This design comes from an exercise in tuning for small area and few clock cycles on the open sky130 flow, not from production work.
Only simulation tests tie the RTL to the original design; equivalence was not proved.
Power figures rest on the tool's default switching activity, not on a simulated workload.

pepper:
// mppt_telemetry_aggregator_top
module mppt_telemetry_aggregator_top (
  input  wire        clk,
  input  wire        rst_n,
  input  wire        in_valid,
  output wire        in_ready,
  input  wire [1:0]  in_command,
  input  wire [10:0] in_frame_id,
  input  wire [1:0]  in_frame_status,
  input  wire [15:0] in_word_one,
  input  wire [15:0] in_word_two,
  input  wire [15:0] in_word_three,
  input  wire [15:0] in_word_four,
  output wire        out_valid,
  input  wire        out_ready,
  output wire [2:0]  out_kind,
  output wire [31:0] out_value_high,
  output wire [31:0] out_value_low,
  output wire        out_last,
  output wire [4:0]  out_status_one,
  output wire [4:0]  out_status_two,
  input  wire        cfg_valid,
  output wire        cfg_ready,
  input  wire [1:0]  cfg_index,
  input  wire [31:0] cfg_data
);
  localparam [31:0] IdentText = 32'h4143_7631;
  localparam [1:0] CMD_FRAME  = 2'd0;
  localparam [1:0] CMD_POLL   = 2'd1;
  localparam [1:0] CMD_REPORT = 2'd2;
  localparam [1:0] GRP_AVG   = 2'd0;
  localparam [1:0] GRP_TEMP  = 2'd1;
  localparam [1:0] GRP_PAIR  = 2'd2;
  localparam [1:0] GRP_IDENT = 2'd3;
  reg  [10:0] unit_one_id_r;
  reg  [10:0] unit_two_id_r;
  reg  [15:0] temp_limit_r;
  reg  [31:0] serial_no_r;
  assign cfg_ready = 1'b1;
  wire [31:0] cfg_z = cfg_data & {32{rst_n}};            
  wire [31:0] cfg_o = cfg_data | {32{~rst_n}};           
  wire        cfg_w = cfg_valid && rst_n;
  always @(posedge clk) begin
    if (!rst_n || (cfg_w && cfg_index == 2'd0)) unit_one_id_r <= cfg_z[10:0];
    if (!rst_n || (cfg_w && cfg_index == 2'd1)) unit_two_id_r <= {cfg_z[10:1], cfg_o[0]};
    if (!rst_n || (cfg_w && cfg_index == 2'd2))
      temp_limit_r <= {cfg_z[15:13], cfg_o[12:11], cfg_z[10], cfg_o[9:8], cfg_z[7],
                       cfg_o[6], cfg_z[5], cfg_o[4:3], cfg_z[2:0]};
  ...
clock: 5.0 ns
lec_check: 0
cap_margin: 20
core_margin: 2
core_utilization: 40
slew_margin: 20
standard.sh (not shown) runs the stock make flow with config.mk's settings and CLKGATE_MAP_FILE= SYNTH_SCRIPT=/design/flow/synth_recipe.tcl, a recipe that flattens the netlist after the stock synthesis.
==> flow/flow/run.sh <==
#!/bin/bash
set -euo pipefail
export BUFFER_PORTS_ARGS="-buffer_cell sky130_fd_sc_hd__buf_1"
bash standard.sh finish > standard_flow.log 2>&1
pepper finished every stage and its layout cleared the timing, DRC and antenna checks.
Testbench counts of pepper, summed over its fixed seeds: cycles 17,161.
Relative to pepper, the following input files were edited for raven:
Settings: swapping 40 for 60 in CORE_UTILIZATION; putting CTS_CLUSTER_DIAMETER at 80 where nothing was set; putting CTS_CLUSTER_SIZE at 30 where nothing was set.
## What came out
raven: total number of placement rows 13 below pepper. Measured against each other, pepper and raven differ in internal power contribution, the lower figure coming from raven. Between pepper and raven, relative slew slack is lower for raven, pepper comes in above that. Endpoint of the worst setup timing path: avg_v0_r[13] -> raven, avg_v0_r[15] -> pepper. Looking at post-layout minimum cycle time across both flows, raven is the weaker of the two, with pepper ahead. The hold slack number comes out lower for pepper vs raven. Going from pepper to raven, final design instance area without fill lost about 3.6%; setup slack now sits lower. Lower switching share of power was reported by pepper, not raven. Total design power: pepper and raven compared, lower one is raven.
Input changes introduced in tundra (baseline for comparison: raven):
Settings: CTS_CLUSTER_SIZE: 30 -> 24; CTS_CLUSTER_DIAMETER: 80 -> 100; CORE_UTILIZATION: 60 -> 40.
==> comparison <==
Maximum frequency of tundra falls short of that of raven slightly.
Internal portion of total power for tundra: about 2.2% down relative to raven
met2 layer wire length in the routed design in tundra is about 4.5% higher than in raven
Diff raven -> tundra: delay of the slowest critical-path stage increased 0.02 ns, total detailed-routing wirelength increased about 4%, layout-stage area growth over the synthesis result increased 1.1 points.
Compared with raven, tundra shows met1 global-route usage lower by 12 points.

* * *

amber:
Starting RTL as in the previous note.
Settings: LEC_CHECK=0, CAP_MARGIN=20, CORE_MARGIN=2, CORE_UTILIZATION=40, CTS_CLUSTER_DIAMETER=100, CTS_CLUSTER_SIZE=30, SLEW_MARGIN=20; clock period 5.0 ns.
Scripts as last shown in full above: flow/flow/run.sh
amber finished every step from synthesis to the final layout, and the layout passed the timing, DRC and antenna checks.
Testbench counts of amber, summed over its fixed seeds: cycles 17,161.
#### Input delta (quartz over amber)
- CORE_UTILIZATION: 40 -> 60
- CTS_CLUSTER_SIZE: 30 -> 24
Notes after the runs:
Going from amber to quartz, met2 wirelength from detailed routing lost 910 um; final cell count lost about 9%; worst setup timing slack at the placement stage picked up an extra 75 ps; share of layout cells above drive strength 1 picked up an extra 0.24 points.
From amber to quartz the numbers moved as follows: non-clock buffer count has increased, clock skew has remained practically unchanged.
quartz has total design power above what amber had.
Going from amber to quartz, clock power shrank by a few percent.
### quartz -> sierra
- CTS_CLUSTER_DIAMETER: 100 -> unset
- CORE_UTILIZATION: 60 -> 40
- CTS_CLUSTER_SIZE: 24 -> unset
- CTS_BUF_LIST: unset -> sky130_fd_sc_hd__clkbuf_4 sky130_fd_sc_hd__clkbuf_8
==> summary.txt <==
- No stage failed in sierra, and the final checks on the layout all came back clean.
- As far as cell area after technology mapping goes, sierra and quartz are indistinguishable; the numbers are identical.
- STATUS post-layout worst setup margin: sierra wins against quartz
- Going from quartz to sierra, the met1 demand-to-capacity share in global routing was found to have gone down by 11 points.
- sierra vs. quartz: routed wire length went up by 2100 um.
- Summary of sierra over quartz: worst-case headroom to the max-slew limit rose 5.1 points; arrival time of the worst setup path rose 40 ps; combinational power share fell 3.9 points.
- Summary of sierra over quartz: worst hold slack went down, setup skew after layout did not really move.
diff inputs: sierra => ember
- putting CTS_CLUSTER_SIZE at 20 where nothing was set
- swapping sky130_fd_sc_hd__clkbuf_4 sky130_fd_sc_hd__clkbuf_8 for sky130_fd_sc_hd__clkbuf_8 in CTS_BUF_LIST
==> comparison <==
There was hardly any difference in wire length of the first global-routing pass between ember and sierra. Diff sierra..ember | met3 track demand over resource | negligible. Worst setup slack (lower): sierra. Between sierra and ember, count of routing violations after the opening detailed-route iteration increased. The final non-filler cell area of ember and that of sierra are within noise of each other. sierra -> ember: combinational power flat.

-- separate check: timing with driven ports --
No port has a modelled driver above. Below, the same layouts with a new extraction and two added sets of constraints. Step 1, drivers: a clkbuf_16 drives clk and a buf_2 each remaining input, both assumed. Step 2 adds t to the input delays and takes it off the output delays; t is the mean of the earliest and latest rising clock arrival at the registers after step 1. Input paths then give back, and output paths get back, about the clock's delay inside the block. Slacks: no drivers / after step 1 / after step 2; pairs: no drivers / after step 1.
run | t, ns | slack for setup (ns) | worst setup path after step 2 | slew at the worst register clock pin (ns) | pins driven straight from the clock port
pepper | 0.595 | 0.464 / 0.497 / -0.098 | input to register | 0.06 / 0.06 | 1
raven | 0.542 | 0.435 / 0.463 / -0.078 | input to register | 0.11 / 0.11 | 1
tundra | 0.537 | 0.413 / 0.440 / -0.097 | input to register | 0.11 / 0.11 | 1
amber | 0.540 | 0.421 / 0.449 / -0.090 | input to register | 0.12 / 0.12 | 1
quartz | 0.537 | 0.451 / 0.479 / -0.058 | input to register | 0.10 / 0.10 | 1
sierra | 0.598 | 0.459 / 0.487 / -0.111 | input to register | 0.06 / 0.06 | 1
ember | 0.595 | 0.476 / 0.503 / -0.092 | input to register | 0.07 / 0.07 | 1
Met with ideal ports but missed after step 2: setup timing in every run listed. For sierra, which loses most, drivers alone change the setup slack by +0.028 ns; drivers and shift together by -0.570 ns.
